From an optimization exercise on the open Yosys and OpenROAD flow, aimed at small area, a short achievable clock period and few clock cycles per item; shortcuts taken in it are not production practice.
Function was not checked in any run shown here: the RTL went through the layout flow alone.
Power and IR drop assume default switching activity.

<file path="flow/design.v">
package swfd_pkg;
    localparam int MAX_WORDS      = 16;
    localparam int RING_DEPTH     = 64;
    localparam int CFG_W          = 5;
    localparam int CNT_W          = $clog2(MAX_WORDS + 1);
    localparam int WIDX_W         = 4;
    localparam int FRAME_OVERHEAD = 9;
    localparam int FRAME_MAX      = FRAME_OVERHEAD + 2 * MAX_WORDS;
    localparam int HIST_DEPTH     = FRAME_MAX;
    localparam int POS_W          = 6;
    localparam logic [15:0] CRC_POLY   = 16'h1021;
    localparam logic [15:0] CRC_INIT   = 16'hFFFF;
    localparam logic [7:0]  FRAME_TYPE = 8'h01;
    localparam logic [7:0]  MARKER     = 8'h00;
    localparam logic [CFG_W-1:0] WORD_COUNT_RESET = 5'd1;
    localparam logic [15:0] CRC_00     = 16'h1D0F;
endpackage
module swfd_ram #(
    parameter int WIDTH = 8,
    parameter int DEPTH = 41
) (
    input  logic                    clk,
    input  logic                    we,
    input  logic                    rot,
    input  logic [WIDTH-1:0]        wdata,
    output logic [DEPTH*WIDTH-1:0]  rdata
);
    logic [WIDTH-1:0] mem [DEPTH];
    always_ff @(posedge clk)
    begin
        if (we)
        begin
            mem[0] <= rot ? mem[DEPTH-1] : wdata;
            for (int i = 1; i < DEPTH; i++)
            begin
                mem[i] <= mem[i-1];
            end
        end
    end
    always_comb
    begin
        for (int i = 0; i < DEPTH; i++)
        begin
            rdata[i*WIDTH +: WIDTH] = mem[i];
        end
    end
endmodule
module swfd_crc_unit (
    input  logic [15:0] crc_in,
    input  logic [7:0]  data_in,
    output logic [15:0] crc_out
);
    logic [15:0] c;
    always_comb
    begin
        c = crc_in ^ {data_in, 8'h00};
        for (int k = 0; k < 8; k++)
        begin
            if (c[15])
            begin
                c = {c[14:0], 1'b0} ^ swfd_pkg::CRC_POLY;
            end
            else
            begin
                c = {c[14:0], 1'b0};
            end
        end
        crc_out = c;
    end
endmodule
module sliding_window_frame_detector_unit (
    input  logic                        clk,
    input  logic                        rst_n,
    input  logic                        in_valid,
    output logic                        in_stall,
    input  logic [7:0]                  rx_byte,
    output logic                        out_valid,
    input  logic                        out_stall,
    output logic                        frame_found,
    output logic [7:0]                  frame_address,
    output logic                        has_word,
    output logic [swfd_pkg::WIDX_W-1:0] word_index,
    output logic [15:0]                 data_word,
    output logic                        last,
    input  logic                        cfg_we,
    input  logic [swfd_pkg::CFG_W-1:0]  cfg_wdata
);
    localparam int HD  = swfd_pkg::HIST_DEPTH;
    localparam int PW  = swfd_pkg::POS_W;
    localparam int CW  = swfd_pkg::CNT_W;
    localparam int WIW = swfd_pkg::WIDX_W;
    localparam int MW  = swfd_pkg::MAX_WORDS;
    logic [swfd_pkg::CFG_W-1:0] word_count_reg;
    logic [CW-1:0]              n_cap;
    assign n_cap = (word_count_reg > 5'(MW)) ? CW'(MW) : CW'(word_count_reg);
    logic          h_v;
    logic [7:0]    h_b;
    logic [CW-1:0] h_n;
    logic [WIW-1:0] h_m;             
    logic          h_zero;           
    logic          h_type;           
    logic          h_szf;            
    logic          in_stall_reg;
    logic          accept;
    logic          consume_ok;
    logic          consume;
    assign in_stall = in_stall_reg;
    assign accept   = in_valid && !in_stall_reg;
    assign consume  = h_v && consume_ok;
    logic [HD*8-1:0] hist_flat;
    logic [7:0]      hist [HD];
    logic [PW-1:0]   vcnt_reg;       
    logic            vcnt4;          
    logic            replay;         
    swfd_ram #(
        .WIDTH (8),
        .DEPTH (HD)
    ) u_hist (
        .clk   (clk),
        .we    (consume || replay),
        .rot   (replay),
        .wdata (h_b),
        .rdata (hist_flat)
    );
    always_comb
    begin
        for (int i = 0; i < HD; i++)
        begin
            hist[i] = hist_flat[i*8 +: 8];
        end
    end
    logic [7:0]    cur_b;
    logic          cur_zero, cur_type, cur_size;
    logic [CW-1:0] cur_n;
    logic          step;
    logic [3:0]    hz;               
    logic [1:0]    hsz;              
    logic [CW-1:0] s_n;              
    logic [PW-1:0] rc;               
    logic          s_ok;             
    logic          rp_zero;          
    logic          rp_type;          
    logic          rp_szf;           
    logic          rp_at_type;       
    assign step     = consume || replay;
    assign cur_b    = replay ? hist[HD-1] : h_b;
    assign cur_zero = replay ? rp_zero : h_zero;
    assign cur_type = replay ? rp_type : h_type;
    assign cur_size = replay ? rp_szf : h_szf;
    assign cur_n    = replay ? s_n : h_n;
    logic [7:0]    sz;
    logic          hdr_pat;
    logic          hdr;
    logic [15:0]   hdr_crc;
    logic [15:0]   crc_a, crc_b;
    assign sz      = hist[1];
    assign hdr_pat = hz[3] && hz[2] && hsz[1] && cur_type;
    assign hdr     = hdr_pat && (replay ? (s_ok && rp_at_type) : vcnt4);
    swfd_crc_unit u_crc_sz (.crc_in(swfd_pkg::CRC_00), .data_in({2'b00, sz[5:1], 1'b1}), .crc_out(crc_a));
    swfd_crc_unit u_crc_ad (.crc_in(crc_a),            .data_in(hist[0]),              .crc_out(crc_b));
    swfd_crc_unit u_crc_ty (.crc_in(crc_b),            .data_in(swfd_pkg::FRAME_TYPE), .crc_out(hdr_crc));
    logic          tv;
    logic [15:0]   tcrc;
    logic [PW-1:0] trem;
    logic [3:0]    t_is;             
    logic [CW-1:0] tn;
    logic          tn_h, tn_s;       
    logic [CW-1:0] tn_nx, h_n_nx, s_n_nx;
    logic [7:0]    taddr;
    logic [15:0]   tupd;
    logic          tchk;
    logic          t_open;           
    logic          trk_good;
    swfd_crc_unit u_crc_trk (.crc_in(tcrc), .data_in(cur_b), .crc_out(tupd));
    always_comb
    begin
        if (t_is[3])
        begin
            tchk = (tcrc[7:0] == cur_b);
        end
        else if (t_is[2])
        begin
            tchk = (tcrc[15:8] == cur_b);
        end
        else if (t_is[1])
        begin
            tchk = cur_zero;
        end
        else
        begin
            tchk = !t_is[0];
        end
    end
    assign t_open   = tv && tchk;
    logic          tchk_h;
    always_comb
    begin
        if (t_is[3])
        begin
            tchk_h = (tcrc[7:0] == h_b);
        end
        else if (t_is[2])
        begin
            tchk_h = (tcrc[15:8] == h_b);
        end
        else if (t_is[1])
        begin
            tchk_h = h_zero;
        end
        else
        begin
            tchk_h = !t_is[0];
        end
    end
    assign trk_good = tv && t_is[0] && (replay ? tn_s : tn_h) && cur_zero;
    logic [CW-1:0] tn_new;
    assign tn_new = CW'((sz - 8'(swfd_pkg::FRAME_OVERHEAD)) >> 1);
    assign tn_nx  = (step && hdr) ? tn_new : tn;
    assign h_n_nx = accept ? n_cap : h_n;
    assign s_n_nx = consume ? h_n : s_n;
    logic          u_v;
    logic [PW-1:0] u_rem;
    logic [PW-1:0] wide_cnt;
    logic          u_end;
    logic          u_keep;
    logic          trig;
    logic          moved;            
    logic          u_one;            
    logic          wide;             
    assign u_end  = u_v && u_one;
    assign u_keep = u_v && !u_end;
    assign trig   = h_zero && hz[0] && !trk_good && (u_end || wide);
    assign moved  = tv && tchk_h && (hdr || trig);
    logic            r0_v, r0_sp, r0_good, r0_hasw, r0_last, r0_sh, r0_first;
    logic [MW-1:0]   r0_oh;          
    logic            r1_v, r1_sp, r1_good, r1_hasw, r1_last;
    logic [WIW-1:0]  r1_m;
    logic            out_take;
    logic            r0_issue;
    logic            r0_free;        
    logic            replay_end;
    logic            rp_hasw;
    logic [15:0]     pair0;
    logic [15:0]     word;
    logic            nd_sp, nd_good, nd_hasw, nd_last;
    logic [WIW-1:0]  nd_m;
    assign nd_sp   = trig;
    assign nd_good = trk_good;
    assign nd_hasw = trk_good && (h_n != '0);
    assign nd_last = !nd_hasw || (h_n == CW'(1));
    assign nd_m    = h_m;
    logic replay_reg;
    assign replay     = replay_reg;
    assign replay_end = replay && (rc == '0);
    assign rp_hasw    = trk_good && (s_n != '0);
    assign consume_ok = !r1_v && !(r0_v && (r0_sp || !r0_last));
    assign out_take   = !out_valid || !out_stall;
    assign r0_issue   = out_take && r0_v && !r0_sp;
    assign r0_free    = !r0_v || (r0_issue && r0_last);
    assign pair0 = r0_sh ? {hist[5], hist[6]} : {hist[4], hist[5]};
    always_comb
    begin
        word = r0_oh[0] ? pair0 : 16'h0000;
        for (int m = 1; m < MW; m++)
        begin
            word = word | (r0_oh[m] ? {hist[2*m+4], hist[2*m+5]} : 16'h0000);
        end
    end
    function automatic logic [MW-1:0] onehot(input logic [WIW-1:0] m);
        onehot = '0;
        onehot[m] = 1'b1;
    endfunction
    logic r0_v_n, r0_sp_n, r0_last_n, r1_v_n, h_v_n;
    always_comb
    begin
        r0_v_n    = r0_v;
        r0_sp_n   = r0_sp;
        r0_last_n = r0_last;
        r1_v_n    = r1_v;
        if (r0_free)
        begin
            if (r1_v)
            begin
                r0_v_n    = 1'b1;
                r0_sp_n   = r1_sp;
                r0_last_n = r1_last;
                r1_v_n    = 1'b0;
            end
            else if (consume)
            begin
                r0_v_n    = 1'b1;
                r0_sp_n   = nd_sp;
                r0_last_n = nd_last;
            end
            else
            begin
                r0_v_n    = 1'b0;
            end
        end
        else
        begin
            if (consume)
            begin
                r1_v_n = 1'b1;
            end
            if (r0_issue)
            begin
                r0_last_n = r0_oh[1];
            end
            else if (replay_end)
            begin
                r0_sp_n   = 1'b0;
                r0_last_n = !rp_hasw || (s_n == CW'(1));
            end
        end
        h_v_n = accept || (h_v && !consume);
    end
    logic maybe_good, maybe_trig, busy_n;
    assign maybe_good = tv && t_is[0] && tn_h && h_zero;
    assign maybe_trig = h_zero && hz[0] && (u_end || wide);
    always_comb
    begin
        if (r0_free)
        begin
            if (r1_v)
            begin
                busy_n = r1_sp || !r1_last;
            end
            else
            begin
                busy_n = consume && (maybe_trig || (maybe_good && h_n > CW'(1)));
            end
        end
        else if (r1_v || consume)
        begin
            busy_n = 1'b1;
        end
        else if (r0_issue)
        begin
            busy_n = !r0_oh[1];
        end
        else if (replay_end)
        begin
            busy_n = tv && t_is[0] && tn_s && s_n > CW'(1);
        end
        else
        begin
            busy_n = r0_sp || !r0_last;
        end
    end
    logic             found_reg;
    logic [7:0]       faddr_reg;
    logic             has_word_reg;
    logic [WIW-1:0]   widx_reg;
    logic [15:0]      data_reg;
    logic             last_reg;
    always_ff @(posedge clk or negedge rst_n)
    begin
        if (!rst_n)
        begin
            word_count_reg <= swfd_pkg::WORD_COUNT_RESET;
            h_v            <= 1'b0;
            in_stall_reg   <= 1'b0;
            vcnt_reg       <= '0;
            vcnt4          <= 1'b0;
            hz             <= '0;
            hsz            <= '0;
            tv             <= 1'b0;
            u_v            <= 1'b0;
            wide_cnt       <= '0;
            wide           <= 1'b0;
            r0_v           <= 1'b0;
            r1_v           <= 1'b0;
            replay_reg     <= 1'b0;
            out_valid      <= 1'b0;
        end
        else
        begin
            if (cfg_we)
            begin
                word_count_reg <= cfg_wdata;
            end
            h_v          <= h_v_n;
            in_stall_reg <= h_v_n && busy_n;
            r0_v         <= r0_v_n;
            r1_v         <= r1_v_n;
            replay_reg   <= r0_v_n && r0_sp_n;
            if (step)
            begin
                hz  <= {hz[2:0], cur_zero};
                hsz <= {hsz[0], cur_size};
                tv  <= hdr || (t_open && !(consume && trig));
            end
            if (consume)
            begin
                if (vcnt_reg != '1)
                begin
                    vcnt_reg <= vcnt_reg + PW'(1);
                end
                if (vcnt_reg == PW'(3))
                begin
                    vcnt4 <= 1'b1;
                end
                if (moved && !u_keep)
                begin
                    u_v <= 1'b1;
                end
                else if (u_end)
                begin
                    u_v <= 1'b0;
                end
                if (moved && u_keep)
                begin
                    wide_cnt <= PW'(37);
                    wide     <= 1'b1;
                end
                else if (wide)
                begin
                    wide_cnt <= wide_cnt - PW'(1);
                    wide     <= (wide_cnt != PW'(1));
                end
            end
            if (out_take)
            begin
                out_valid <= r0_v && !r0_sp;
            end
        end
    end
    always_ff @(posedge clk)
    begin
        if (accept)
        begin
            h_b    <= rx_byte;
            h_n    <= n_cap;
            h_m    <= WIW'(n_cap - CW'(1));
            h_zero <= (rx_byte == swfd_pkg::MARKER);
            h_type <= (rx_byte == swfd_pkg::FRAME_TYPE);
            h_szf  <= rx_byte[0] && (rx_byte >= 8'(swfd_pkg::FRAME_OVERHEAD)) && (rx_byte <= 8'(swfd_pkg::FRAME_MAX));
        end
        tn_h <= (step && hdr) ? (tn_new == h_n_nx) : (tn == h_n_nx);
        tn_s <= (step && hdr) ? (tn_new == s_n_nx) : (tn == s_n_nx);
        if (step)
        begin
            rp_zero <= (hist[HD-2] == swfd_pkg::MARKER);
            rp_type <= (hist[HD-2] == swfd_pkg::FRAME_TYPE);
            rp_szf  <= hist[HD-2][0] && (hist[HD-2] >= 8'(swfd_pkg::FRAME_OVERHEAD)) &&
                       (hist[HD-2] <= 8'(swfd_pkg::FRAME_MAX));
            if (hdr)
            begin
                tcrc  <= hdr_crc;
                trem  <= PW'(sz - 8'd5);
                t_is  <= {sz[5:1] == 5'd4, 3'b000};
                tn    <= CW'((sz - 8'(swfd_pkg::FRAME_OVERHEAD)) >> 1);
                taddr <= hist[0];
            end
            else
            begin
                if (t_is == '0)
                begin
                    tcrc <= tupd;
                end
                trem <= trem - PW'(1);
                t_is <= {trem == PW'(5), t_is[3:1]};
            end
        end
        if (consume)
        begin
            if (moved && !u_keep)
            begin
                u_rem <= trem - PW'(1);
                u_one <= (trem == PW'(2));
            end
            else
            begin
                u_rem <= u_rem - PW'(1);
                u_one <= (u_rem == PW'(2));
            end
        end
        if (consume)
        begin
            rc   <= PW'(HD - 1);
            rp_at_type <= 1'b0;
            s_n  <= h_n;
            s_ok <= (vcnt_reg >= PW'(swfd_pkg::FRAME_OVERHEAD - 1) + PW'({h_n, 1'b0}));
        end
        else if (replay)
        begin
            rc <= rc - PW'(1);
            rp_at_type <= (rc == {s_n + CW'(2), 1'b0} + PW'(1));
        end
        if (r0_free)
        begin
            r0_sh    <= 1'b0;
            r0_first <= 1'b1;
            if (r1_v)
            begin
                r0_sp   <= r1_sp;
                r0_good <= r1_good;
                r0_hasw <= r1_hasw;
                r0_last <= r1_last;
                r0_oh   <= onehot(r1_m);
            end
            else
            begin
                r0_sp   <= nd_sp;
                r0_good <= nd_good;
                r0_hasw <= nd_hasw;
                r0_last <= nd_last;
                r0_oh   <= onehot(nd_m);
            end
        end
        else
        begin
            if (consume)
            begin
                r0_sh <= 1'b1;
            end
            if (r0_issue)
            begin
                r0_first <= 1'b0;
                r0_last  <= r0_oh[1];
                r0_oh    <= r0_oh >> 1;
            end
            else if (replay_end)
            begin
                r0_sp   <= 1'b0;
                r0_good <= trk_good;
                r0_hasw <= rp_hasw;
                r0_last <= !rp_hasw || (s_n == CW'(1));
            end
        end
        if (consume && !r0_free)
        begin
            r1_sp   <= nd_sp;
            r1_good <= nd_good;
            r1_hasw <= nd_hasw;
            r1_last <= nd_last;
            r1_m    <= nd_m;
        end
        if (r0_issue)
        begin
            found_reg    <= r0_good;
            faddr_reg    <= r0_good ? taddr : 8'h00;
            has_word_reg <= r0_hasw;
            widx_reg     <= r0_first ? '0 : widx_reg + WIW'(1);
            data_reg     <= r0_hasw ? word : 16'h0000;
            last_reg     <= r0_last;
        end
        else
        begin
            found_reg    <= found_reg    & out_valid;
            faddr_reg    <= faddr_reg    & {8{out_valid}};
            has_word_reg <= has_word_reg & out_valid;
            widx_reg     <= widx_reg     & {WIW{out_valid}};
            data_reg     <= data_reg     & {16{out_valid}};
            last_reg     <= last_reg     & out_valid;
        end
    end
    assign frame_found   = found_reg;
    assign frame_address = faddr_reg;
    assign has_word      = has_word_reg;
    assign word_index    = widx_reg;
    assign data_word     = data_reg;
    assign last          = last_reg;
endmodule
</file>
<file path="flow/flow/run.sh">
#!/bin/bash
# The standard layout (standard synthesis included), with plain buffers on the ports
# instead of the delay cells the placer picks by default.
set -euo pipefail
bash standard.sh "BUFFER_PORTS_ARGS=-buffer_cell sky130_fd_sc_hd__buf_4" finish > make_finish.log 2>&1
</file>
<file path="flow/standard.sh">
#!/bin/bash
# synth_recipe.tcl (not shown) runs the flow's synth.tcl, then flattens the netlist and writes it again
# the make line also repeats each setting of config.mk as NAME=value (left out here)
make -C /OpenROAD-flow-scripts/flow DESIGN_CONFIG=/design/flow/config.mk WORK_HOME=/design/flow/orfs CLKGATE_MAP_FILE= SYNTH_SCRIPT=/design/flow/synth_recipe.tcl "${@:-finish}"
</file>
<file path="flow/config.mk">
export PLATFORM = sky130hd
export DESIGN_NAME = sliding_window_frame_detector_unit
export DESIGN_NICKNAME = sliding_window_frame_detector_unit
export VERILOG_FILES = /design/flow/design.v
export SDC_FILE = /design/flow/constraint.sdc
export NUM_CORES = 4
export LEC_CHECK = 0
export ABC_CLOCK_PERIOD_IN_PS = 2500
export CAP_MARGIN = 20
export CORE_MARGIN = 2
export CORE_UTILIZATION = 40
export CTS_CLUSTER_DIAMETER = 120
export CTS_CLUSTER_SIZE = 24
export SETUP_SLACK_MARGIN = 3.5
export SLEW_MARGIN = 20
</file>
<file path="flow/constraint.sdc">
create_clock -name core_clock -period 6.0 [get_ports {clk}]
set_input_delay 1.2000 -clock core_clock [delete_from_list [all_inputs] [get_ports {clk}]]
set_output_delay 1.2000 -clock core_clock [all_outputs]
set_load 0.01 [all_outputs]
</file>
==> summary.txt, run 1 <==
Pwr
  • PD cells: 652.9 nW/um^2
  • Clock power frac: 0.133
  • VDD IR max: 428.0 uV
  • Share of total power in combinational logic: 0.317
  • Leak Pwr: between 7 and 8 nW
  • Switching power: 0.005359 W
  • Sw Ratio: 0.3685
  • Seq pwr share: 0.550
  • P_int: 0.009182 W

Timing
  • # setup viols final: 0
  • Slew headroom: 0.3167
  • Clock skew: 0.03441 ns
  • RSZ-0062 raised after global routing: yes
  • Slew Viols, Final: 0
  • Setup TNS: 0 ns
  • Final period util: 0.4121
  • Least-Margin Pin Slew: 1.025 ns
  • Final Hold Fails: 0
  • Fin crit period: 2.473 ns
  • FMAX: 404.4 MHz

Detailed routing
  • Detailed Route Iter0 Violations: 1120
  • Via density: 5.475
  • Per-cell routed wire length: 21.18 um
  • Final WL: 44.34 mm
  • DRC Markers: 0
  • Drt first pass iters: 6
  • Via count: 11460
  • Post-route ant nets: 0

Floorplanning
  • Chip height: 229.2 um
  • Starting density of the core: 0.4051
  • Die width: approximately 230 um
  • Die ar.: 52520 sq um
  • # rows: 82
  • Core Region: 50070 sq um
  • IO Pins: 51

Finish
  • Fillers: 4540
  • Layout cells sized above 1: 0.1069
  • N_diodes: 0
  • Max reg flops: 328
  • Biggest register: u_hist.mem
  • Final cell count without fillers: 2094
  • Final instance area: 22270 sq um
  • Nets: 1443
  • Area grow syn2layout: 9.809%

Logic synthesis
  • Sequential area share after synthesis: 0.7150
  • Top post-synthesis cells by area: edfxtp_1, dfxtp_1, dfrtp_1
  • Post-Syn Area per Cell: 14.80 sq um
  • Post-Synthesis Cell Area: 20280 sq um
  • EDFF count, synth: 420
  • Synth Flop Type: edfxtp_1
  • Share of the synthesized area in the top cell type: 0.6219
  • Most numerous cell in the Yosys netlist: edfxtp_1
  • Synth Instances: 1370
  • Most frequent cells after synthesis: edfxtp_1, nand2_1, xnor2_1, xor2_1, a22o_1
  • Synth Register Bits: 506
  • Syn nets: 1410
  • Synth area leader: edfxtp_1
  • Asr flop ratio synth: 0.06522
  • YS warnings: 6
  • Distinct cells, synth: 64

GRT
  • First-pass GRT wire length: 67.83 mm
  • Vias in the first global route: roughly 11000
  • Largest net degree at the start of global routing: 84
  • Total GRT Usage: 0.1658
  • Initial antenna violation count: 0
  • GRT Residual Overflow: 0

Clock network
  • Reg clk slew, reported paths: approximately 0.11 ns
  • CTS tree: yes
  • Root buf cell: clkbuf_16
  • CTS sink count: 506
  • H-Tree Depth: 1
  • Clk buf depth: 3
  • Skew-Pair Late Insertion Delay: between 0.5 and 0.6 ns
  • CTS Buf Count: 25
  • Hold-fix buffers, CTS: 0

Place
  • Placed insts: 2039
  • # port buffers: 50
  • Detailed Place HPWL: roughly 28 mm
  • Placed inst area: 21340 sq um
  • Final Wtd Congestion: 0.8557

Setup path
  • Setup CP Type: reg -> reg
  • Setup crit end kind: flop
  • Critical Path Fanout Max: 7
  • Startpoint Class: flop
  • Worst path arrival time: 2.82 ns
  • Worst path required time: around 6.4 ns

Worst hold path
  • Hold Crit Class: reg -> reg

Flow run
  • Max cap viols: 0

Status
  • Status: timing/DRC/antenna clean
-- stage by stage --
stage / power, W / setup WS [ns] / hold WS (ns) / utilization
6_report: 0.01454 / 3.527 / 0.4249 / 0.4448
4_1_cts: 0.01461 / 3.452 / 0.4262 / 0.4438
3_5_place_dp: 0.01245 / 2.747 / 0.4045 / 0.4262
2_1_floorplan: 0.01053 / -0.6559 / 0.4003 / -
3_3_place_gp: 0.01237 / 2.778 / 0.4013 / 0.4262
5_1_grt: 0.01539 / 3.443 / 0.4364 / 0.4448
-- critical path, cell delays in order, from the launching register on --
cell,delay [ns]
edfxtp_1,0.47
xor2_1,0.21
nor4_2,0.28
nand4_1,0.13
a21oi_1,0.17
a31oi_1,0.12
or3_4,0.51
mux2_4,0.32
-- repair_timing --
| action | in CTS | in global routing |
|---|---|---|
| gates resized for setup | 11 | 3 |
| endpoints found under the setup margin | 400 | 221 |
| gates cloned | 2 | 0 |
| buffers inserted | 2 | 5 |
-- final cells by class --
type / instances / area (sq um) / area share
Sequential cell: 506 / 14510 / 0.6513
Multi-Input combinational cell: 754 / 5355 / 0.2405
Tap cell: 672 / 840.8 / 0.03775
Clock buffer: 44 / 706.9 / 0.03174
Timing Repair Buffer: 69 / 636.9 / 0.02860
Inverter: 47 / 185.2 / 0.008315
Clock inverter: 2 / 40.04 / 0.001798
-- cell usage in the layout (no fill, tap or decap), drive strengths merged, types with 3 or more instances in the layout --
master  instances
dfrtp          32
xor2           67
a22o           64
nand4          21
a211oi          4
nand2b         12
xnor2          68
nand3          19
a222oi         16
a221oi         48
nor2b           3
a21oi          54
or3             4
dfxtp          53
nor2           56
clkbuf         44
edfxtp        420
nor4           11
nor3           21
mux2i          25
mux2           31
o21a            4
a31oi           3
buf            67
and2            8
nand2         104
o21ai          62
inv            48
ha             22
-- final timing paths --
kind / from / to / slack (ns) / cells after the start
setup / recovery: h_b[6] / u_rem[2] / 3.53 / 7
hold / removal: u_hist.mem[37][6] / u_hist.mem[38][6] / 0.42 / 0
setup reg to reg: h_b[6] / u_rem[2] / 3.53 / 7
hold reg to reg: u_hist.mem[37][6] / u_hist.mem[38][6] / 0.42 / 0
max in group asynchronous: rst_n / r1_v / 5.07 / 1
min in group asynchronous: rst_n / wide_cnt[5] / 0.56 / 1
-- per-layer routing --
| metal | part of all wire | GRT usage | wire length, um | vias to the layer above |
|---|---|---|---|---|
| met5 | 0 | 0 | 0 | - |
| met4 | 0.016 | 0.03409 | 689 | 0 |
| met3 | 0.058 | 0.02291 | 2592 | 52 |
| met2 | 0.48 | 0.2729 | 21260 | 360 |
| met1 | 0.45 | 0.2359 | 19800 | 5794 |
| li1 | - | - | - | 5258 |
-- power groups by stage --
stage / registers, W / clock network (W) / logic (W)
floorplan: 0.00726 / 0 / 0.00328
global placement: 0.00805 / 0 / 0.00432
detailed placement: 0.00807 / 0 / 0.00438
CTS: 0.00801 / 0.00199 / 0.00461
global route: 0.00821 / 0.00210 / 0.00509
finish: 0.00800 / 0.00194 / 0.00460
-- cell families after synthesis --
logic type,after synthesis,share of synthesized area
flops,506,0.7150
compound gates,270,0.09643
xor+xnor,135,0.05867
simple gates,271,0.06392
fa+ha+maj,22,0.01357
buf+inv,110,0.02233
mux,56,0.03011
==> inputs of run 2 (changes only) <==
--- a/flow/config.mk
+++ b/flow/config.mk
@@ -13,3 +13,3 @@
 export CTS_CLUSTER_SIZE = 24
-export SETUP_SLACK_MARGIN = 3.5
+export SETUP_SLACK_MARGIN = 3.75
 export SLEW_MARGIN = 20
==> run 2 against run 1 <==
  * Still clean on timing, DRC and antenna
  * Power rose by 2.6%
  * Critical path type unchanged
  * Wire length grew 2.2%
  * Non-clock buffer count is 24 higher
  * Critical endpoint unchanged
  * Area after synthesis is the same
==> summary.txt, run 2 <==
Logic synthesis
  • Distinct cells, synth: 64
  • Post-Syn Area per Cell: 14.80 sq um
  • Synth Instances: between 1000 and 1500
  • Most frequent cells after synthesis: edfxtp_1, nand2_1, xnor2_1, xor2_1, a22o_1
  • Share of the synthesized area in the top cell type: 0.6219
  • Asr flop ratio synth: 0.06522
  • Post-Synthesis Cell Area: 20280 sq um
  • YS warnings: 6
  • EDFF count, synth: 420
  • Synth Register Bits: 506
  • Sequential area share after synthesis: 0.7150
  • Most numerous cell in the Yosys netlist: edfxtp_1
  • Synth Flop Type: edfxtp_1
  • Syn nets: about 1400
  • Synth area leader: edfxtp_1
  • Top post-synthesis cells by area: edfxtp_1, dfxtp_1, dfrtp_1

Worst hold path
  • Hold Crit Class: reg -> reg

Setup path
  • Crit path cell chain: xor2_2 -> nor4_2 -> nand4_1 -> a21oi_2 -> a31oi_4 -> or3_4 -> mux2_4
  • Crit path buf inv count: 0
  • CP max stage delay: 0.53 ns
  • Startpoint Class: flop
  • Worst path required time: 6.33 ns
  • Setup crit end kind: flop
  • Worst path arrival time: 2.68 ns
  • Top delay family on crit path: simple AND/OR/NAND/NOR gates
  • Setup CP Type: reg -> reg
  • CP max-delay cell: edfxtp_1
  • Critical Path Fanout Max: 5

Detailed routing
  • Met2 Wirelength: between 20 and 25 mm
  • DRT met1 WL: slightly above 20 mm
  • Per-cell routed wire length: 21.35 um
  • Via density: 5.406
  • Via count: 11470
  • Routed length on met3: roughly 2.3 mm
  • Detailed Route Iter0 Violations: 1249
  • Final WL: 45.32 mm
  • Post-route ant nets: 0
  • DRC Markers: 0
  • Highest metal used: met4
  • Drt first pass iters: 6

Clock network
  • Reg clk slew, reported paths: 0.10 ns
  • H-Tree Depth: 1
  • Skew-Pair Late Insertion Delay: 0.58 ns
  • Clk buf depth: 3
  • CTS tree: yes
  • Root buf cell: clkbuf_16
  • CTS sink count: 506
  • CTS Buf Count: 25
  • Hold-fix buffers, CTS: 0

GRT
  • Initial antenna violation count: 0
  • Largest net degree at the start of global routing: 73
  • Vias in the first global route: ~11000
  • Total GRT Usage: 0.1702
  • First-pass GRT wire length: 69.17 mm
  • GRT Residual Overflow: 0

Finish
  • Sequential standard cell area: 14540 sq um
  • Fin util: 0.4562
  • Biggest register: u_hist.mem
  • Nets: 1470
  • Layout cells sized above 1: 0.1636
  • Area grow syn2layout: 12.62%
  • Multi-input logic area: 5529 sq um
  • Max reg flops: 328
  • Most frequent cells in the layout: edfxtp_1, nand2_1, xor2_1, a22o_1, xnor2_1
  • Most common cell after layout, fill and taps aside: edfxtp_1
  • Fillers: 4511

Pwr
  • Leak Pwr: 7.998 nW
  • Switching power: between 0.005 and 0.006 W
  • Clock power frac: 0.128
  • Sw Ratio: 0.3693
  • Share of total power in combinational logic: 0.328
  • VDD IR max: 320.7 uV
  • P_int: 0.009412 W
  • Seq pwr share: 0.543
  • PD cells: 653.4 nW/um^2

Status
  • Status: timing/DRC/antenna clean

Timing
  • Final Hold Fails: 0
  • Final setup margin: about 3.7 ns
  • RSZ-0062 raised after global routing: yes
  • Slew headroom: 0.2748
  • FMAX: 426.0 MHz
  • Least-Margin Pin Slew: 1.088 ns
  • Clock skew: 0.03206 ns
  • # setup viols final: 0
  • Setup TNS: 0 ns
  • Slew Viols, Final: 0
  • Fin crit period: 2.347 ns
  • Final period util: 0.3912

Floorplanning
  • IO Pins: just over 50
  • # rows: 82
  • Core Region: 50070 sq um
  • Die ar.: 52520 sq um
  • Chip height: 229.2 um
  • Starting density of the core: 0.4051
  • Die width: 229.2 um

Place
  • DP Worst Slack: roughly 2.6 ns
  • Detailed Place HPWL: around 28 mm
  • Final Wtd Congestion: 0.8385
  • # port buffers: 50

Flow run
  • Max cap viols: 0
## run 2: cell counts after synthesis
Identical to the previous run, type by type.
## run 2: worst paths after layout
kind                             startpoint  depth (start not counted)  slack [ns]               end
max                                  h_b[4]                          7        3.65          u_rem[2]
min                        u_hist.mem[2][3]                          0        0.43  u_hist.mem[3][3]
max reg2reg                          h_b[4]                          7        3.65          u_rem[2]
min reg2reg                u_hist.mem[2][3]                          0        0.43  u_hist.mem[3][3]
max in group asynchronous             rst_n                          1        5.04              r1_v
min in group asynchronous             rst_n                          1        0.56       vcnt_reg[3]
## run 2: cell type report
class / instances / share of cell area
flip-flops and latches: 506 / 0.6368
well taps: 672 / 0.03681
repair inverters: 3 / 0.0009312
diodes: 1 / 0.0001096
multi-input cells: 754 / 0.2421
clock inverters: 2 / 0.001260
repair buffers: 93 / 0.04273
clock buffers: 44 / 0.03095
inverters: 47 / 0.008381
## run 2: per-stage QoR
stage	total power [W]	instance area, sq um	hold WS (ns)	cells
after floorplan	0.01056	20350	0.4003	1370
after global placement	0.01233	21330	0.4003	2036
after detailed placement	0.01242	21330	0.4054	2036
after CTS	0.01486	22660	0.4251	2110
after global routing	0.01576	22840	0.4335	2121
final	0.01492	22840	0.4256	2122
## run 2: per-layer routing
metal | vias to the layer above | GRT usage
li1 | 5306 | -
met1 | 5771 | 0.2450
met2 | 334 | 0.2777
met3 | 60 | 0.01855
met4 | 0 | 0.04099
met5 | - | 0
## run 2: kinds of logic (layout without fill, tap and decap cells)
group | after synthesis | in the layout | synth area share
buffers and inverters | 110 | 189 | 0.02233
xor gates and xnor gates | 135 | 135 | 0.05867
other | 0 | 1 | 0
and+or+nand+nor | 271 | 271 | 0.06392
muxes | 56 | 56 | 0.03011
DFF | 506 | 506 | 0.7150
adders and majority gates | 22 | 22 | 0.01357
AOI/OAI and AO/OA | 270 | 270 | 0.09643
## run 2: timing repair
action | in CTS | in global routing
gates resized for setup | 100 | 18
setup endpoints to repair | 446 | 249
pin swaps | 5 | 4
setup buffers | 22 | 10
cloned | 6 | 1
## run 2: power by group through the flow
| stage | registers, W | clock network (W) | logic (W) |
|---|---|---|---|
| floorplan | 0.00726 | 0 | 0.00330 |
| global placement | 0.00812 | 0 | 0.00421 |
| detailed placement | 0.00816 | 0 | 0.00426 |
| CTS | 0.00812 | 0.00196 | 0.00478 |
| global route | 0.00830 | 0.00207 | 0.00538 |
| finish | 0.00810 | 0.00192 | 0.00490 |
## run 2: worst register-to-register path, cell delays in order, from the launching register on
cell and delay [ns]:
edfxtp_1 0.53, xor2_2 0.22, nor4_2 0.24, nand4_1 0.14
a21oi_2 0.19, a31oi_4 0.06, or3_4 0.40, mux2_4 0.31
==> inputs of run 3 (changes only) <==
--- a/flow/config.mk
+++ b/flow/config.mk
@@ -13,3 +13,3 @@
 export CTS_CLUSTER_SIZE = 24
-export SETUP_SLACK_MARGIN = 3.75
+export SETUP_SLACK_MARGIN = 3.65
 export SLEW_MARGIN = 20
==> run 3 against run 2 <==
  * Area after synthesis is the same
  * Clock power barely moved
  * Sequential cell count unchanged
  * Sequential share of layout area rose by 0.81 points
  * Worst setup slack better by 0.0098 ns
  * First-iteration DRC count is 2.9% lower
  * Largest power group unchanged
  * Critical path type is now reg -> out
==> summary.txt, run 3 <==
Status
  • Status: timing/DRC/antenna clean

Finish
  • Final instance area: 22520 sq um
  • Biggest register: u_hist.mem
  • Fin util: 0.4497
  • Multi-input logic area: approximately 5400 sq um
  • Nets: 1463
  • N_diodes: 0
  • Most common cell after layout, fill and taps aside: edfxtp_1
  • Max reg flops: 328
  • Most frequent cells in the layout: edfxtp_1, nand2_1, buf_4, xor2_1, xnor2_1
  • Sequential standard cell area: 14520 sq um
  • Area grow syn2layout: 11.02%
  • Layout cells sized above 1: 0.1338
  • Fillers: 4501

Place
  • # port buffers: 50
  • Detailed Place HPWL: 28.17 mm
  • Placed inst area: 21330 sq um
  • Final Wtd Congestion: between 0.8 and 0.9
  • DP Worst Slack: 2.839 ns

Detailed routing
  • Via count: between 10000 and 15000
  • Drt first pass iters: 6
  • Final WL: 44.93 mm
  • Post-route ant nets: 0
  • DRC Markers: 0
  • Via density: 5.451
  • Per-cell routed wire length: 21.25 um
  • Detailed Route Iter0 Violations: between 1000 and 1500

Floorplanning
  • Core Region: 50070 sq um
  • IO Pins: 51
  • Starting density of the core: 0.4051
  • # rows: 82
  • Chip height: 229.2 um
  • Die width: about 230 um
  • Die ar.: 52520 sq um

Logic synthesis
  • Distinct cells, synth: 64
  • Share of the synthesized area in the top cell type: 0.6219
  • Syn nets: 1410
  • Synth Register Bits: 506
  • Synth area leader: edfxtp_1
  • Top post-synthesis cells by area: edfxtp_1, dfxtp_1, dfrtp_1
  • YS warnings: 6
  • Asr flop ratio synth: 0.06522
  • Most frequent cells after synthesis: edfxtp_1, nand2_1, xnor2_1, xor2_1, a22o_1
  • Post-Synthesis Cell Area: 20280 sq um
  • Post-Syn Area per Cell: 14.80 sq um
  • Sequential area share after synthesis: 0.7150
  • Synth Instances: 1370
  • Most numerous cell in the Yosys netlist: edfxtp_1
  • EDFF count, synth: 420
  • Synth Flop Type: edfxtp_1

Setup path
  • Setup crit end kind: output pin
  • Critical Path Fanout Max: 4
  • FF-to-FF setup slack: 3.74 ns
  • Reg2reg end: u_rem[2]
  • CP max-delay cell: dfrtp_1
  • Worst path arrival time: 1.14 ns
  • Startpoint Class: flop
  • CP max stage delay: between 0.4 and 0.5 ns
  • Reg2reg start: h_b[6]
  • Worst path required time: 4.80 ns
  • Crit path cell chain: buf_6
  • Crit path buf inv count: 1
  • Top delay family on crit path: flip-flops
  • Crit path from: out_valid
  • Setup CP Type: reg -> out
  • R2R cell count: 6

Pwr
  • Leak Pwr: 7.914 nW
  • P_int: 0.009277 W
  • VDD IR max: approximately 370 uV
  • Sw Ratio: 0.3683
  • Share of total power in combinational logic: 0.319
  • Switching power: 0.005409 W
  • Clock power frac: 0.129
  • Seq pwr share: 0.552
  • Design Power: 0.01469 W
  • PD cells: between 600 and 700 nW/um^2

Worst hold path
  • Worst Hold Depth: 0
  • Hold Startpoint: u_hist.mem[38][0]
  • WHS Endpoint: u_hist.mem[39][0]
  • Hold Crit Class: reg -> reg

Flow run
  • Max cap viols: 0

Clock network
  • Skew-Pair Late Insertion Delay: 0.58 ns
  • CTS Buf Count: 25
  • Hold-fix buffers, CTS: 0
  • Reg clk slew, reported paths: 0.10 ns
  • CTS tree: yes
  • H-Tree Depth: 1
  • CTS sink count: 506
  • Root buf cell: clkbuf_16
  • Clk buf depth: 3

Timing
  • Final period util: 0.3896
  • Least-Margin Pin Slew: 1.090 ns
  • FMAX: 427.8 MHz
  • Fin crit period: approximately 2.3 ns
  • Slew headroom: 0.2730
  • Clock skew: 0.03103 ns
  • Hold_ws: 0.4210 ns
  • Final setup margin: approximately 3.7 ns
  • Slew Viols, Final: 0
  • Final Hold Fails: 0
  • # setup viols final: 0
  • RSZ-0062 raised after global routing: yes

GRT
  • GRT Residual Overflow: 0
  • Vias in the first global route: approximately 11000
  • Initial antenna violation count: 0
  • Largest net degree at the start of global routing: 79
  • First-pass GRT wire length: roughly 68 mm
  • Total GRT Usage: 0.1654
==> run 3: per-layer routing <==
layer	global-route usage	vias to the layer above	share of wire
met5	0	-	0
li1	-	5288	-
met1	0.2301	5806	0.44
met2	0.2769	372	0.48
met3	0.02216	57	0.054
met4	0.03774	0	0.021
==> run 3: stage by stage <==
step | TNS [ns] | std cells
final | 0 | 2114
after global routing | 0 | 2114
after CTS | 0 | 2093
after detailed placement | 0 | 2036
after global placement | 0 | 2036
after floorplan | -223.65 | 1370
==> run 3: worst max-delay path by stage <==
stage               cells past startpoint                end
finish                                  1          out_valid
global route                            1          out_valid
CTS                                     1          out_valid
detailed placement                      6  u_hist.mem[23][0]
global placement                        6  u_hist.mem[21][5]
floorplan                               7             rp_szf
==> run 3: final cells by class <==
cell class	instances	area share
clock inverters	2	0.001723
inverters	47	0.008724
clock buffers	44	0.03095
flip-flops and latches	506	0.6448
repair buffers	88	0.03629
multi-input cells	754	0.2398
well taps	672	0.03734
repair inverters	1	0.0003334
==> run 3: logic make-up after synthesis <==
kind of cell | share of synthesized area
adder cells (fa/ha/maj) | 0.01357
AO/OA/AOI/OAI | 0.09643
buffers and inverters | 0.02233
AND/OR/NAND/NOR | 0.06392
multiplexers | 0.03011
XOR/XNOR | 0.05867
flip-flops | 0.7150
==> run 3: power groups by stage <==
stage	sequential, W	clock, W	combinational, W
2_1_floorplan	0.00726	0	0.00328
3_3_place_gp	0.00814	0	0.00420
3_5_place_dp	0.00817	0	0.00427
4_1_cts	0.00811	0.00195	0.00448
5_1_grt	0.00830	0.00206	0.00515
6_report	0.00811	0.00189	0.00469
==> run 3: what timing repair did <==
item	4_1_cts	5_1_grt
gates resized for setup	18	22
pin swaps	2	2
setup buffers	9	18
gates cloned	2	3
endpoints found under the setup margin	395	366
==> inputs of run 4 (changes only) <==
--- a/flow/design.v
+++ b/flow/design.v
@@ -98,6 +98,4 @@
     logic [CW-1:0] h_n;
-    logic [WIW-1:0] h_m;             
     logic          h_zero;           
     logic          h_type;           
-    logic          h_szf;            
     logic          in_stall_reg;
@@ -142,3 +140,2 @@
     logic          rp_type;          
-    logic          rp_szf;           
     logic          rp_at_type;       
@@ -148,3 +145,3 @@
     assign cur_type = replay ? rp_type : h_type;
-    assign cur_size = replay ? rp_szf : h_szf;
+    assign cur_size = cur_b[0] && (cur_b >= 8'(swfd_pkg::FRAME_OVERHEAD)) && (cur_b <= 8'(swfd_pkg::FRAME_MAX));
     assign cur_n    = replay ? s_n : h_n;
@@ -215,5 +212,3 @@
     assign trk_good = tv && t_is[0] && (replay ? tn_s : tn_h) && cur_zero;
-    logic [CW-1:0] tn_new;
-    assign tn_new = CW'((sz - 8'(swfd_pkg::FRAME_OVERHEAD)) >> 1);
-    assign tn_nx  = (step && hdr) ? tn_new : tn;
+    assign tn_nx  = (step && hdr) ? CW'((sz - 8'(swfd_pkg::FRAME_OVERHEAD)) >> 1) : tn;
     assign h_n_nx = accept ? n_cap : h_n;
@@ -227,10 +222,8 @@
     logic          moved;            
-    logic          u_one;            
-    logic          wide;             
-    assign u_end  = u_v && u_one;
+    assign u_end  = u_v && (u_rem == PW'(1));
     assign u_keep = u_v && !u_end;
-    assign trig   = h_zero && hz[0] && !trk_good && (u_end || wide);
+    assign trig   = h_zero && hz[0] && !trk_good && (u_end || (wide_cnt != '0));
     assign moved  = tv && tchk_h && (hdr || trig);
     logic            r0_v, r0_sp, r0_good, r0_hasw, r0_last, r0_sh, r0_first;
-    logic [MW-1:0]   r0_oh;          
+    logic [WIW-1:0]  r0_m;           
     logic            r1_v, r1_sp, r1_good, r1_hasw, r1_last;
@@ -250,3 +243,3 @@
     assign nd_last = !nd_hasw || (h_n == CW'(1));
-    assign nd_m    = h_m;
+    assign nd_m    = WIW'(h_n - CW'(1));
     logic replay_reg;
@@ -262,12 +255,8 @@
     begin
-        word = r0_oh[0] ? pair0 : 16'h0000;
+        word = (r0_m == '0) ? pair0 : 16'h0000;
         for (int m = 1; m < MW; m++)
         begin
-            word = word | (r0_oh[m] ? {hist[2*m+4], hist[2*m+5]} : 16'h0000);
+            word = word | ((r0_m == WIW'(m)) ? {hist[2*m+4], hist[2*m+5]} : 16'h0000);
         end
     end
-    function automatic logic [MW-1:0] onehot(input logic [WIW-1:0] m);
-        onehot = '0;
-        onehot[m] = 1'b1;
-    endfunction
     logic r0_v_n, r0_sp_n, r0_last_n, r1_v_n, h_v_n;
@@ -307,3 +296,3 @@
             begin
-                r0_last_n = r0_oh[1];
+                r0_last_n = (r0_m == WIW'(1));
             end
@@ -319,3 +308,3 @@
     assign maybe_good = tv && t_is[0] && tn_h && h_zero;
-    assign maybe_trig = h_zero && hz[0] && (u_end || wide);
+    assign maybe_trig = h_zero && hz[0] && (u_end || (wide_cnt != '0));
     always_comb
@@ -339,3 +328,3 @@
         begin
-            busy_n = !r0_oh[1];
+            busy_n = (r0_m != WIW'(1));
         end
@@ -370,3 +359,2 @@
             wide_cnt       <= '0;
-            wide           <= 1'b0;
             r0_v           <= 1'b0;
@@ -414,8 +402,6 @@
                     wide_cnt <= PW'(37);
-                    wide     <= 1'b1;
                 end
-                else if (wide)
+                else if (wide_cnt != '0)
                 begin
                     wide_cnt <= wide_cnt - PW'(1);
-                    wide     <= (wide_cnt != PW'(1));
                 end
@@ -434,9 +420,7 @@
             h_n    <= n_cap;
-            h_m    <= WIW'(n_cap - CW'(1));
             h_zero <= (rx_byte == swfd_pkg::MARKER);
             h_type <= (rx_byte == swfd_pkg::FRAME_TYPE);
-            h_szf  <= rx_byte[0] && (rx_byte >= 8'(swfd_pkg::FRAME_OVERHEAD)) && (rx_byte <= 8'(swfd_pkg::FRAME_MAX));
         end
-        tn_h <= (step && hdr) ? (tn_new == h_n_nx) : (tn == h_n_nx);
-        tn_s <= (step && hdr) ? (tn_new == s_n_nx) : (tn == s_n_nx);
+        tn_h <= (tn_nx == h_n_nx);
+        tn_s <= (tn_nx == s_n_nx);
         if (step)
@@ -445,4 +429,2 @@
             rp_type <= (hist[HD-2] == swfd_pkg::FRAME_TYPE);
-            rp_szf  <= hist[HD-2][0] && (hist[HD-2] >= 8'(swfd_pkg::FRAME_OVERHEAD)) &&
-                       (hist[HD-2] <= 8'(swfd_pkg::FRAME_MAX));
             if (hdr)
@@ -470,3 +452,2 @@
                 u_rem <= trem - PW'(1);
-                u_one <= (trem == PW'(2));
             end
@@ -475,3 +456,2 @@
                 u_rem <= u_rem - PW'(1);
-                u_one <= (u_rem == PW'(2));
             end
@@ -500,3 +480,3 @@
                 r0_last <= r1_last;
-                r0_oh   <= onehot(r1_m);
+                r0_m    <= r1_m;
             end
@@ -508,3 +488,3 @@
                 r0_last <= nd_last;
-                r0_oh   <= onehot(nd_m);
+                r0_m    <= nd_m;
             end
@@ -520,4 +500,4 @@
                 r0_first <= 1'b0;
-                r0_last  <= r0_oh[1];
-                r0_oh    <= r0_oh >> 1;
+                r0_last  <= (r0_m == WIW'(1));
+                r0_m     <= r0_m - WIW'(1);
             end
--- a/flow/config.mk
+++ b/flow/config.mk
@@ -13,3 +13,3 @@
 export CTS_CLUSTER_SIZE = 24
-export SETUP_SLACK_MARGIN = 3.65
+export SETUP_SLACK_MARGIN = 3.5
 export SLEW_MARGIN = 20
==> run 4 against run 3 <==
  * Critical path depth is 5 higher
  * Combinational power is 13% higher
  * Largest cell class unchanged
  * Clock skew is 0.0016 ns lower
  * First-iteration DRC count is 16% higher
  * Clock-buffer cell count is 2 lower
  * Still clean on timing, DRC and antenna
  * Die area is 0.68% lower
  * Clock power is 2% lower
  * Worst setup slack worse by 0.17 ns
  * Highest routed layer unchanged
  * Design area is 0.25% lower
  * Critical endpoint is now data_reg[1]
  * Power is 0.86% lower
  * Maximum frequency is 6.7% lower
  * Sequential cell count is 20 lower
==> summary.txt, run 4 <==
Logic synthesis
  • Synth Register Bits: 486
  • Asr flop ratio synth: 0.06584
  • Syn nets: around 1500
  • Share of the synthesized area in the top cell type: 0.5979
  • Synth Flop Type: edfxtp_1
  • Post-Synthesis Cell Area: 20140 sq um
  • Post-Syn Area per Cell: around 14 sq um
  • YS warnings: 6
  • EDFF count, synth: between 400 and 500
  • Synth area leader: edfxtp_1
  • Sequential area share after synthesis: 0.6904
  • Synth Instances: 1416
  • Top post-synthesis cells by area: edfxtp_1, dfxtp_1, xnor2_1
  • Most numerous cell in the Yosys netlist: edfxtp_1
  • Distinct cells, synth: 75
  • Most frequent cells after synthesis: edfxtp_1, nand2_1, xnor2_1

Clock network
  • CTS tree: yes
  • H-Tree Depth: 1
  • Root buf cell: clkbuf_16
  • CTS sink count: 486
  • CTS Buf Count: 24
  • Hold-fix buffers, CTS: 0
  • Skew-Pair Late Insertion Delay: 0.58 ns
  • Reg clk slew, reported paths: around 0.10 ns
  • Clk buf depth: 3

Floorplanning
  • Die ar.: 52160 sq um
  • Chip height: 228.4 um
  • # rows: ~80
  • Die width: between 200 and 250 um
  • Core Region: 49970 sq um
  • Starting density of the core: 0.4031
  • IO Pins: 51

Detailed routing
  • Via density: 5.480
  • Post-route ant nets: 0
  • Detailed Route Iter0 Violations: between 1000 and 1500
  • Via count: approximately 12000
  • Per-cell routed wire length: 21.86 um
  • Drt first pass iters: 6
  • DRC Markers: 0
  • Final WL: 47.28 mm

Place
  • # port buffers: 50
  • DP Worst Slack: 2.195 ns
  • Final Wtd Congestion: 0.8833
  • Detailed Place HPWL: 30.06 mm
  • Placed inst area: 21270 sq um

Timing
  • FMAX: 399.1 MHz
  • Slew Viols, Final: 0
  • Final setup margin: ~3.5 ns
  • # setup viols final: 0
  • Clock skew: 0.02946 ns
  • Least-Margin Pin Slew: 0.8300 ns
  • Fin crit period: 2.505 ns
  • Setup TNS: 0 ns
  • Slew headroom: 0.4446
  • RSZ-0062 raised after global routing: yes
  • Final period util: 0.4176
  • Final Hold Fails: 0

Status
  • Status: timing/DRC/antenna clean

Worst hold path
  • Hold Startpoint: u_hist.mem[38][6]
  • WHS Endpoint: u_hist.mem[39][6]
  • Hold Crit Class: reg -> reg
  • Worst Hold Depth: 0

Setup path
  • Setup crit end kind: flop
  • Crit path cell chain: buf_4 -> mux2_2 -> a22o_1 -> a222oi_1 -> nand4_1 -> a22o_1
  • Reg2reg end: data_reg[1]
  • FF-to-FF setup slack: 3.49 ns
  • R2R cell count: 6
  • WP depth: 6
  • CP max stage delay: 0.66 ns
  • Crit path buf inv count: 1
  • Worst path arrival time: 2.98 ns
  • CP max-delay cell: edfxtp_1
  • Top delay family on crit path: compound AO/OA/AOI/OAI gates
  • Reg2reg start: r0_m[3]
  • Worst path required time: between 6 and 7 ns
  • Setup CP Type: reg -> reg
  • Critical Path Fanout Max: 17
  • Startpoint Class: flop
  • Most frequent CP cell: a22o_1

Finish
  • Area grow syn2layout: 11.52%
  • Final instance area: 22460 sq um
  • Most common cell after layout, fill and taps aside: edfxtp_1
  • N_diodes: 0
  • Most frequent cells in the layout: edfxtp_1, nand2_1, xnor2_1, buf_4, o21ai_0
  • Nets: 1518
  • Max reg flops: 328
  • Layout cells sized above 1: 0.1388
  • Fillers: 4519

GRT
  • Largest net degree at the start of global routing: 88
  • Initial antenna violation count: 2
  • GRT Residual Overflow: 0
  • First-pass GRT wire length: 72.40 mm
  • Vias in the first global route: 11920
  • Total GRT Usage: 0.1782

Pwr
  • VDD IR max: 449.1 uV
  • PD cells: 648.3 nW/um^2
  • Leak Pwr: 7.769 nW

Flow run
  • Max cap viols: 0
[run 4: cell types whose count changed in the layout (fill, tap and decap cells not counted), sizes merged, moves of 7 or more]
cell and delta:
xor2 -29, a211oi +9, a22oi +19, a221oi -36, mux2i +27, xnor2 +21, a32oi +14, edfxtp -19
nand3 +17, o211ai +7, a21oi -18, nor2 +11, a22o -22, nor2b +9
[run 4: routing by layer]
layer  up-vias  routed length, um  GRT usage
li1       5457                  -          -
met1      5950              21630     0.2616
met2       380              21930     0.2815
met3        67               2569    0.02295
met4         0               1148    0.04391
met5         -                  0          0
[run 4: final cells by class]
cell class / count / area [sq um] / area share
Timing Repair Buffer: 92 / 808.3 / 0.03599
Multi-Input combinational cell: 822 / 5982 / 0.2663
Tap cell: 672 / 840.8 / 0.03744
Inverter: 45 / 191.4 / 0.008523
Clock inverter: 2 / 25.02 / 0.001114
Sequential cell: 486 / 13910 / 0.6194
Clock buffer: 42 / 689.4 / 0.03069
Timing Repair inverter: 2 / 12.51 / 0.0005571
[run 4: timing repair]
| item | 4_1_cts | 5_1_grt |
|---|---|---|
| setup endpoints to repair | 440 | 334 |
| pin swaps | 3 | 2 |
| gates resized for setup | 24 | 37 |
| setup buffers | 10 | 12 |
| gates cloned | 3 | 1 |
[run 4: worst max path at each step]
stage            start                end
6_report       r0_m[3]        data_reg[1]
3_3_place_gp      r0_v  u_hist.mem[31][5]
2_1_floorplan  r0_last             hsz[1]
5_1_grt        r0_m[0]       data_reg[14]
4_1_cts        r0_m[2]       data_reg[14]
3_5_place_dp      r0_v  u_hist.mem[31][5]
[run 4: logic make-up after synthesis]
family	count (synthesis)	synth area share
AO/OA/AOI/OAI	268	0.09449
XOR/XNOR	127	0.05523
adder cells (fa/ha/maj)	27	0.01677
buffers and inverters	108	0.02181
flip-flops	486	0.6904
multiplexers	83	0.04429
AND/OR/NAND/NOR	317	0.07703
[run 4: per-stage QoR]
| step | cells | total power, W | utilization | hold slack (ns) |
|---|---|---|---|---|
| floorplan | 1416 | 0.01037 | - | 0.4003 |
| global placement | 2093 | 0.01231 | 0.4257 | 0.4002 |
| detailed placement | 2093 | 0.01239 | 0.4257 | 0.4045 |
| CTS | 2150 | 0.01449 | 0.4445 | 0.4182 |
| global route | 2163 | 0.01543 | 0.4495 | 0.4263 |
| finish | 2163 | 0.01456 | 0.4495 | 0.4046 |
[run 4: power by group]
part | internal [W] | switching [W] | leakage (nW)
sequential | 0.00624 | 0.00117 | 4.66
combinational | 0.00197 | 0.00332 | 2.77
clock | 0.000796 | 0.00105 | 0.340

## static timing again, ports no longer ideal
In the flow no input, the clock included, has a driving cell. The finished layouts below were timed again as built, in two steps.
Step 1, drivers: a clkbuf_16 drives clk and a buf_2 each remaining input, both assumed.
Step 2 times the ports against the registers' clock, not the clock port: input delays grow and output delays shrink by t, the midpoint of the rising clock arrivals with the driver on.
Slacks: ideal ports / drivers / drivers and shift; pairs: ideal ports / drivers.
run	t, ns	setup WS [ns]	latest minus earliest clock arrival (ns)	pins driven straight from the clock port
run 1	0.633	3.527 / 3.527 / 3.025	0.055 / 0.055	1
run 2	0.618	3.653 / 3.623 / 3.369	0.032 / 0.032	1
run 3	0.621	3.662 / 3.607 / 3.243	0.032 / 0.033	1
run 4	0.619	3.495 / 3.495 / 3.119	0.033 / 0.032	1
After both steps every run listed still meets setup and hold. For run 1, which loses most, drivers alone change the setup slack by 0.000 ns; drivers and shift together by -0.502 ns.
